This is an optimization exercise on Yosys and OpenROAD, whose aim is small area and a short achievable clock period, not a production implementation. At most, simulation tests tie the RTL to the original design; equivalence was not proved. Power figures rest on the tool's default switching activity, not on a simulated workload.

Design wallace_mul, start of the top module:
module wallace_mul
(
    input  logic                          clk,
    input  logic                          arst_n,
    input  logic                          in_valid,
    input  logic [mul_pkg::OPERAND_W-1:0] a,
    input  logic [mul_pkg::OPERAND_W-1:0] b,
    output logic                          out_valid,
    output logic [mul_pkg::PRODUCT_W-1:0] product
);
Settings: LEC_CHECK=0, ABC_AREA=1, CAP_MARGIN=20, CORE_MARGIN=2, CORE_UTILIZATION=40, SETUP_SLACK_MARGIN=2.5, SLEW_MARGIN=20, SYNTH_HIERARCHICAL=1; clock period 5.7 ns.
standard.sh (not shown) runs the stock make flow with config.mk's settings and CLKGATE_MAP_FILE= SYNTH_SCRIPT=/design/flow/synth_recipe.tcl, a recipe that flattens the netlist after the stock synthesis.
==> flow/flow/run.sh <==
#!/bin/bash
set -e
export BUFFER_PORTS_ARGS="-buffer_cell sky130_fd_sc_hd__buf_4"
bash standard.sh > standard.log 2>&1
Next try:
==> flow/run.sh (new file) <==
#!/bin/bash
# synth_recipe.tcl (not shown) runs the flow's synth.tcl, then flattens the netlist and writes it again
# the make line also repeats each setting of config.mk as NAME=value (left out here)
make -C /OpenROAD-flow-scripts/flow DESIGN_CONFIG=/design/flow/config.mk WORK_HOME=/design/flow/orfs CLKGATE_MAP_FILE= SYNTH_SCRIPT=/design/flow/synth_recipe.tcl finish
removed: flow/flow/run.sh
removed: flow/standard.sh
Result: First-iteration DRC count came out higher by 8.6%; flip-flop and latch count stays the same; power came out higher by 0.69%; synthesized cell count stays the same; count of clock-buffer cells in the layout came out higher by 2.
Next try:
- SLEW_MARGIN: 20 -> 80
Effect: Global-route usage rose by 0.45 points. Maximum frequency went up slightly. Wire length came out lower slightly. Power went up slightly. Design area went up by a few percent. Sequential power is about the same. Worst hold slack gains 4.6 ps.
No functional check of the RTL was part of any run of this note.

========
== run A ==
wallace_mul, a different RTL version from the one above (not shown whole).
Size in the first run: about 570 flip-flops, ~130 I/O pins, ~35,000 um2 of cells after synthesis.
clock: 5.7 ns
lec_check: 0
abc_area: 1
cap_margin: 20
core_margin: 2
core_utilization: 55
setup_slack_margin: 3.4
slew_margin: 20
synth_hierarchical: 1
==> flow/flow/run.sh <==
#!/bin/bash
set -e
export BUFFER_PORTS_ARGS="-buffer_cell sky130_fd_sc_hd__buf_2"
bash standard.sh > standard.log 2>&1
[inputs] run B vs run A
- changing CORE_UTILIZATION from 55 to 40
- changing SETUP_SLACK_MARGIN from 3.4 to 3.1
==> flow/flow/run.sh <==
#!/bin/bash
set -e
export BUFFER_PORTS_ARGS="-buffer_cell sky130_fd_sc_hd__buf_4"
bash standard.sh > standard.log 2>&1
==> comparison <==
The run showing the smaller met3 capacity usage during global routing is run B. Of run A and run B, the higher internal cell power belongs to run A. Higher clock tree buffer count of the final layout goes to run A over run B. Compared to run A, run B has final worst slack 0.15 ns lower. Run B | stages: all done | timing, DRC, antenna: all pass. Highest cell delay on the worst timing path ended up 0.11 ns higher on run B than on run A. Relative to run A, the final cell area reported for run B is lower. Comparing run A and run B, the higher iteration-0 DRC count of the detailed router was measured on run A. Number of antenna-violating nets in the routed design came out exactly the same in run A and run B. In the reports for run A and run B, the larger number of nets in the final layout belongs to run A. Sort run A and run B by number of antenna violations at the first check in global routing desc -> top: run B. Taking run A as the reference point, the via count of the routed design of run B falls by about 3.7%.
Input changes introduced in run C (baseline for comparison: run B):
- CORE_UTILIZATION changed from 40 to 65
==> flow/flow/run.sh <==
#!/bin/bash
set -e
export BUFFER_PORTS_ARGS="-buffer_cell sky130_fd_sc_hd__buf_2"
bash standard.sh > standard.log 2>&1
## What came out
Run C finished every step from synthesis to the final layout, and the layout passed the timing, design-rule and antenna checks. Between run C and run B, the net total in the final layout does not differ in any meaningful way. Run C ends up with a share of total power consumed by net switching that is 0.95 points higher than in run B. ~same data required time at the worst endpoint in run B and run C. Area growth from synthesis to layout, run B and run C: higher on run B. Run C has count of clock buffers in the final design below what run B had. On total power density per cell area: between run B and run C, it ends up lower for run B. Going from run B to run C, via count of the first global-routing pass increased by 6.2% relative to the old numbers, power increased by 3.0% relative to the old numbers.
--- input diff run C..run D ---
- CORE_UTILIZATION: 65 -> 55
Results
The sequential share of layout area on run D is in line with that on run C.
Routed wire in run D totals more than in run C.
[compare] base=run C new=run D: fmax has increased; clock buffer count in the final layout now larger.

[what the ideal ports hide]
The results above use ideal ports. As a check the final layouts listed here were re-extracted and re-timed, cells and wires unchanged. Step 1 assumes that a clkbuf_16 drives the clock port and a buf_2 every other input. Step 2 adds t to the input delays and takes it off the output delays; t is the mean of the earliest and latest rising clock arrival at the registers after step 1. Input paths then give back, and output paths get back, about the clock's delay inside the block. Slacks: ideal / step 1 / step 2; pairs: ideal / step 1.
run	shift t [ns]	slack for setup (ns)	slew at the worst register clock pin (ns)	pins driven straight from the clock port
the first run of note 1	0.717	2.513 / 2.547 / 1.830	0.07 / 0.07	1
the second run of note 1	0.703	2.481 / 2.526 / 1.823	0.07 / 0.07	1
the third run of note 1	0.705	2.506 / 2.524 / 1.819	0.07 / 0.07	1
run A	0.673	3.257 / 3.257 / 3.257	0.07 / 0.07	1
run B	0.677	3.105 / 3.105 / 3.105	0.06 / 0.06	1
run C	0.690	3.043 / 3.043 / 3.043	0.07 / 0.07	1
run D	0.676	3.090 / 3.090 / 3.090	0.07 / 0.07	1
After both steps setup and hold are still met in every run listed. The setup slack of the third run of note 1, which loses most, moves by +0.018 ns with the drivers and by -0.687 ns with both steps.
